From an optimization exercise on the open Yosys and OpenROAD flow, aimed at small area, a short achievable clock period and few clock cycles per item; shortcuts taken in it are not production practice.
Only simulation tests tie the RTL to the original design; equivalence was not proved.
Power figures rest on the tool's default switching activity, not on a simulated workload.

==> flow/design.v <==
package cache_pkg;
  typedef logic [9-1:0]  addr_t;   
  typedef logic [8-1:0]  data_t;   
  typedef logic [2-1:0]   tag_t;    
  typedef logic [7-1:0] index_t;  
  typedef enum logic [2:0] {
    line_i = 3'b000,  
    line_s = 3'b001,  
    line_e = 3'b010,  
    line_o = 3'b011,  
    line_m = 3'b100   
  } moesi_e;
  typedef enum logic [2:0] {
    op_none      = 3'd0,
    op_cpu_read  = 3'd1,
    op_cpu_write = 3'd2,
    op_dir_inv   = 3'd3,  
    op_dir_gets  = 3'd4   
  } op_e;
endpackage
module moesi_cache_top
(
  input  logic  clk,
  input  logic  rst_n,
  input  logic  cpu_read_req,
  input  cache_pkg::addr_t cpu_read_addr,
  output logic  cpu_read_ack,
  output cache_pkg::data_t cpu_read_data,
  input  logic  cpu_write_req,
  input  cache_pkg::addr_t cpu_write_addr,
  input  cache_pkg::data_t cpu_write_data,
  output logic  cpu_write_ack,
  output logic  read_s,
  output logic  read_ex,
  output cache_pkg::addr_t cache_req_addr,
  output logic  write_back,
  output cache_pkg::tag_t  wb_tag,
  output cache_pkg::data_t wb_data,
  input  logic  read_s_ack,
  input  logic  read_ex_ack,
  input  cache_pkg::data_t mem_data,
  input  logic  shared,
  input  logic  inv_req,
  input  cache_pkg::addr_t inv_addr,
  output logic  inv_ack,
  input  logic  gets_req,
  input  cache_pkg::addr_t gets_addr,
  output logic  gets_ack,
  output cache_pkg::data_t owned_data
);
  localparam int N = 128;
  logic [N-1:0]     v_mem, d_mem, x_mem;
  cache_pkg::tag_t  tag_mem  [N];
  cache_pkg::data_t data_mem [N];
  logic any_req;
  cache_pkg::addr_t sel_addr;
  assign any_req  = cpu_read_req | cpu_write_req | inv_req | gets_req;
  assign sel_addr = ({9{cpu_read_req}}  & cpu_read_addr)  |
                    ({9{cpu_write_req}} & cpu_write_addr) |
                    ({9{inv_req}}       & inv_addr)       |
                    ({9{gets_req}}      & gets_addr);
  logic [3:0]  rd_hi;
  logic [31:0] rd_lo;
  always_comb begin
    for (int j = 0; j < 4; j++)
      rd_hi[j] = (cpu_read_req  & (cpu_read_addr[6:5]  == j[1:0])) |
                 (cpu_write_req & (cpu_write_addr[6:5] == j[1:0])) |
                 (inv_req       & (inv_addr[6:5]       == j[1:0])) |
                 (gets_req      & (gets_addr[6:5]      == j[1:0]));
    for (int k = 0; k < 32; k++)
      rd_lo[k] = (cpu_read_req  & (cpu_read_addr[4:0]  == k[4:0])) |
                 (cpu_write_req & (cpu_write_addr[4:0] == k[4:0])) |
                 (inv_req       & (inv_addr[4:0]       == k[4:0])) |
                 (gets_req      & (gets_addr[4:0]      == k[4:0]));
  end
  logic [12:0] rd_grp [4];
  logic [12:0] rd_line;
  logic [7:0]  rd_data_a, rd_data_b;
  always_comb begin
    rd_line   = '0;
    rd_data_a = '0;
    rd_data_b = '0;
    for (int j = 0; j < 4; j++) begin
      rd_grp[j] = '0;
      for (int k = 0; k < 32; k++)
        rd_grp[j] = rd_grp[j] | ({13{rd_lo[k]}} &
                    {v_mem[32*j+k], d_mem[32*j+k], x_mem[32*j+k], tag_mem[32*j+k], data_mem[32*j+k]});
      rd_line = rd_line | ({13{rd_hi[j]}} & rd_grp[j]);
      if (j < 2) rd_data_a = rd_data_a | ({8{rd_hi[j]}} & rd_grp[j][7:0]);
      else       rd_data_b = rd_data_b | ({8{rd_hi[j]}} & rd_grp[j][7:0]);
    end
  end
  logic rd_v, rd_d, rd_x;
  assign rd_v = rd_line[12];
  assign rd_d = rd_line[11];
  assign rd_x = rd_line[10];
  logic busy;                             
  logic lk_rd, lk_wr, lk_inv, lk_gets;    
  logic w_rd, w_wr;                       
  cache_pkg::addr_t addr_q;
  cache_pkg::tag_t  l_tx;
  cache_pkg::data_t l_data_a, l_data_b, l_data;
  assign l_data = l_data_a | l_data_b;
  logic l_v, l_d, l_x;
  always_ff @(posedge clk) begin
    addr_q <= sel_addr;
    l_tx   <= rd_line[9:8] ^ sel_addr[8:7];
    l_data_a <= rd_data_a;
    l_data_b <= rd_data_b;
    l_v    <= rd_v;
    l_d    <= rd_d;
    l_x    <= rd_x;
  end
  logic eq, hit, rd_miss, wr_dir, fill_s, fill_x;
  assign eq      = (l_tx == 2'b00);
  assign hit     = l_v & eq;
  assign rd_miss = ~hit;                   
  assign wr_dir  = ~(hit & l_x);           
  assign fill_s  = w_rd & read_s_ack;
  assign fill_x  = w_wr & read_ex_ack;
  always_ff @(posedge clk) begin
    if (!rst_n) begin
      busy    <= 1'b0;
      lk_rd   <= 1'b0;
      lk_wr   <= 1'b0;
      lk_inv  <= 1'b0;
      lk_gets <= 1'b0;
      w_rd    <= 1'b0;
      w_wr    <= 1'b0;
    end else begin
      lk_rd   <= ~busy & cpu_read_req;
      lk_wr   <= ~busy & cpu_write_req;
      lk_inv  <= ~busy & inv_req;
      lk_gets <= ~busy & gets_req;
      w_rd    <= (lk_rd & rd_miss) | (w_rd & ~read_s_ack);
      w_wr    <= (lk_wr & wr_dir)  | (w_wr & ~read_ex_ack);
      busy    <= ~busy ? any_req :
                 ((lk_rd & rd_miss) | (w_rd & ~read_s_ack) |
                  (lk_wr & wr_dir)  | (w_wr & ~read_ex_ack));
    end
  end
  logic wr_hit, we;
  logic v_n, d_n, x_n;
  cache_pkg::data_t data_n;
  assign wr_hit = lk_wr & hit & l_x;
  assign we     = ~rst_n | ((lk_inv | lk_gets) & hit) | wr_hit | fill_s | fill_x;
  assign v_n    = rst_n & ~lk_inv;
  assign d_n    = lk_gets ? l_d : ~w_rd;
  assign x_n    = ~lk_gets & ~(w_rd & shared);
  assign data_n = w_rd ? mem_data : (lk_gets ? l_data : cpu_write_data);
  logic [7:0]   wr_hi;
  logic [15:0]  wr_lo;
  logic [N-1:0] wr_row;
  always_comb begin
    for (int j = 0; j < 8; j++)  wr_hi[j] = ~rst_n | (addr_q[6:4] == j[2:0]);
    for (int k = 0; k < 16; k++) wr_lo[k] = ~rst_n | (addr_q[3:0] == k[3:0]);
    for (int i = 0; i < N; i++)  wr_row[i] = wr_hi[i/16] & wr_lo[i%16];
  end
  for (genvar i = 0; i < N; i++) begin : g_row
    always_ff @(posedge clk) begin
      if (we && wr_row[i]) begin
        v_mem[i]    <= v_n;
        d_mem[i]    <= d_n;
        x_mem[i]    <= x_n;
        tag_mem[i]  <= addr_q[8:7];
        data_mem[i] <= data_n;
      end
    end
  end
  assign cpu_read_ack   = (lk_rd & hit) | fill_s;
  assign cpu_write_ack  = wr_hit | fill_x;
  assign inv_ack        = lk_inv;
  assign gets_ack       = lk_gets;
  assign read_s         = (lk_rd & rd_miss) | w_rd;
  assign read_ex        = (lk_wr & wr_dir) | w_wr;
  assign write_back     = (lk_rd | lk_wr | w_rd | w_wr) & l_v & ~eq;
  assign cache_req_addr = addr_q;
  assign wb_tag         = l_tx ^ addr_q[8:7];
  assign wb_data        = l_data & {8{~lk_inv | (hit & (l_d | l_x))}};
  assign owned_data     = l_data & {8{hit & l_d}};
  assign cpu_read_data  = w_rd ? mem_data : l_data;
endmodule
clock: 7.0 ns
lec_check: 0
cap_margin: 20
core_margin: 2
core_utilization: 60
cts_cluster_diameter: 100
cts_cluster_size: 20
setup_slack_margin: 3.6
slew_margin: 20
run.sh (not shown) runs the stock make flow with config.mk's settings and CLKGATE_MAP_FILE= SYNTH_SCRIPT=/design/flow/synth_recipe.tcl, a recipe that flattens the netlist after the stock synthesis.
Testbench counts at the start, summed over its fixed seeds: cycles 84,376, items 24,000.
Then changed:
--- a/flow/design.v
+++ b/flow/design.v
@@ -59,35 +59,30 @@
                     ({9{cpu_write_req}} & cpu_write_addr) |
                     ({9{inv_req}}       & inv_addr)       |
                     ({9{gets_req}}      & gets_addr);
-  logic [3:0]  rd_hi;
-  logic [31:0] rd_lo;
+  logic [7:0]  rd_hi;
+  logic [15:0] rd_lo;
   always_comb begin
-    for (int j = 0; j < 4; j++)
-      rd_hi[j] = (cpu_read_req  & (cpu_read_addr[6:5]  == j[1:0])) |
-                 (cpu_write_req & (cpu_write_addr[6:5] == j[1:0])) |
-                 (inv_req       & (inv_addr[6:5]       == j[1:0])) |
-                 (gets_req      & (gets_addr[6:5]      == j[1:0]));
-    for (int k = 0; k < 32; k++)
-      rd_lo[k] = (cpu_read_req  & (cpu_read_addr[4:0]  == k[4:0])) |
-                 (cpu_write_req & (cpu_write_addr[4:0] == k[4:0])) |
-                 (inv_req       & (inv_addr[4:0]       == k[4:0])) |
-                 (gets_req      & (gets_addr[4:0]      == k[4:0]));
+    for (int j = 0; j < 8; j++)
+      rd_hi[j] = (cpu_read_req  & (cpu_read_addr[6:4]  == j[2:0])) |
+                 (cpu_write_req & (cpu_write_addr[6:4] == j[2:0])) |
+                 (inv_req       & (inv_addr[6:4]       == j[2:0])) |
+                 (gets_req      & (gets_addr[6:4]      == j[2:0]));
+    for (int k = 0; k < 16; k++)
+      rd_lo[k] = (cpu_read_req  & (cpu_read_addr[3:0]  == k[3:0])) |
+                 (cpu_write_req & (cpu_write_addr[3:0] == k[3:0])) |
+                 (inv_req       & (inv_addr[3:0]       == k[3:0])) |
+                 (gets_req      & (gets_addr[3:0]      == k[3:0]));
   end
-  logic [12:0] rd_grp [4];
+  logic [12:0] rd_grp [8];
   logic [12:0] rd_line;
-  logic [7:0]  rd_data_a, rd_data_b;
   always_comb begin
-    rd_line   = '0;
-    rd_data_a = '0;
-    rd_data_b = '0;
-    for (int j = 0; j < 4; j++) begin
+    rd_line = '0;
+    for (int j = 0; j < 8; j++) begin
       rd_grp[j] = '0;
-      for (int k = 0; k < 32; k++)
+      for (int k = 0; k < 16; k++)
         rd_grp[j] = rd_grp[j] | ({13{rd_lo[k]}} &
-                    {v_mem[32*j+k], d_mem[32*j+k], x_mem[32*j+k], tag_mem[32*j+k], data_mem[32*j+k]});
+                    {v_mem[16*j+k], d_mem[16*j+k], x_mem[16*j+k], tag_mem[16*j+k], data_mem[16*j+k]});
       rd_line = rd_line | ({13{rd_hi[j]}} & rd_grp[j]);
-      if (j < 2) rd_data_a = rd_data_a | ({8{rd_hi[j]}} & rd_grp[j][7:0]);
-      else       rd_data_b = rd_data_b | ({8{rd_hi[j]}} & rd_grp[j][7:0]);
     end
   end
   logic rd_v, rd_d, rd_x;
@@ -99,14 +94,12 @@
   logic w_rd, w_wr;                       
   cache_pkg::addr_t addr_q;
   cache_pkg::tag_t  l_tx;
-  cache_pkg::data_t l_data_a, l_data_b, l_data;
-  assign l_data = l_data_a | l_data_b;
+  cache_pkg::data_t l_data;
   logic l_v, l_d, l_x;
   always_ff @(posedge clk) begin
     addr_q <= sel_addr;
     l_tx   <= rd_line[9:8] ^ sel_addr[8:7];
-    l_data_a <= rd_data_a;
-    l_data_b <= rd_data_b;
+    l_data <= rd_line[7:0];
     l_v    <= rd_v;
     l_d    <= rd_d;
     l_x    <= rd_x;
What happened: Cell area hardly moves; total power climbs slightly; first-iteration DRC count drops by a little under a tenth; worst hold slack hardly moves; setup slack gets worse by 0.41 ns; sequential power hardly moves; clock power drops slightly; via count drops by a few percent; global-route usage drops by 4.1 points; core utilization drops by 0.65 points; register-to-register slack gets worse by 0.10 ns.
Testbench counts after the change, summed over its fixed seeds: cycles 84,376, items 24,000.

-- afterwards: timing with drivers on the ports --
No port has a modelled driver above. Below, the same layouts with a new extraction and two added sets of constraints. Step 1: set_driving_cell puts a clkbuf_16 on clk and a buf_2 on each other input, an assumption about the parent block. Step 2 adds t to the input delays and takes it off the output delays; t is the mean of the earliest and latest rising clock arrival at the registers after step 1. Input paths then give back, and output paths get back, about the clock's delay inside the block. Three values: ideal, step 1, step 2; two values: the first two.
run	t (ns)	setup WS [ns]	hold slack, ns	worst data-port slew with drivers (ns)
the first run	0.774	3.363 / 3.405 / 2.631	0.461 / 0.461 / 0.461	0.08
the second run	0.772	2.957 / 2.972 / 2.201	0.463 / 0.463 / 0.463	0.08
After both steps setup and hold are still met in every run listed. For the second run, which loses most, drivers alone change the setup slack by +0.015 ns; drivers and shift together by -0.756 ns.
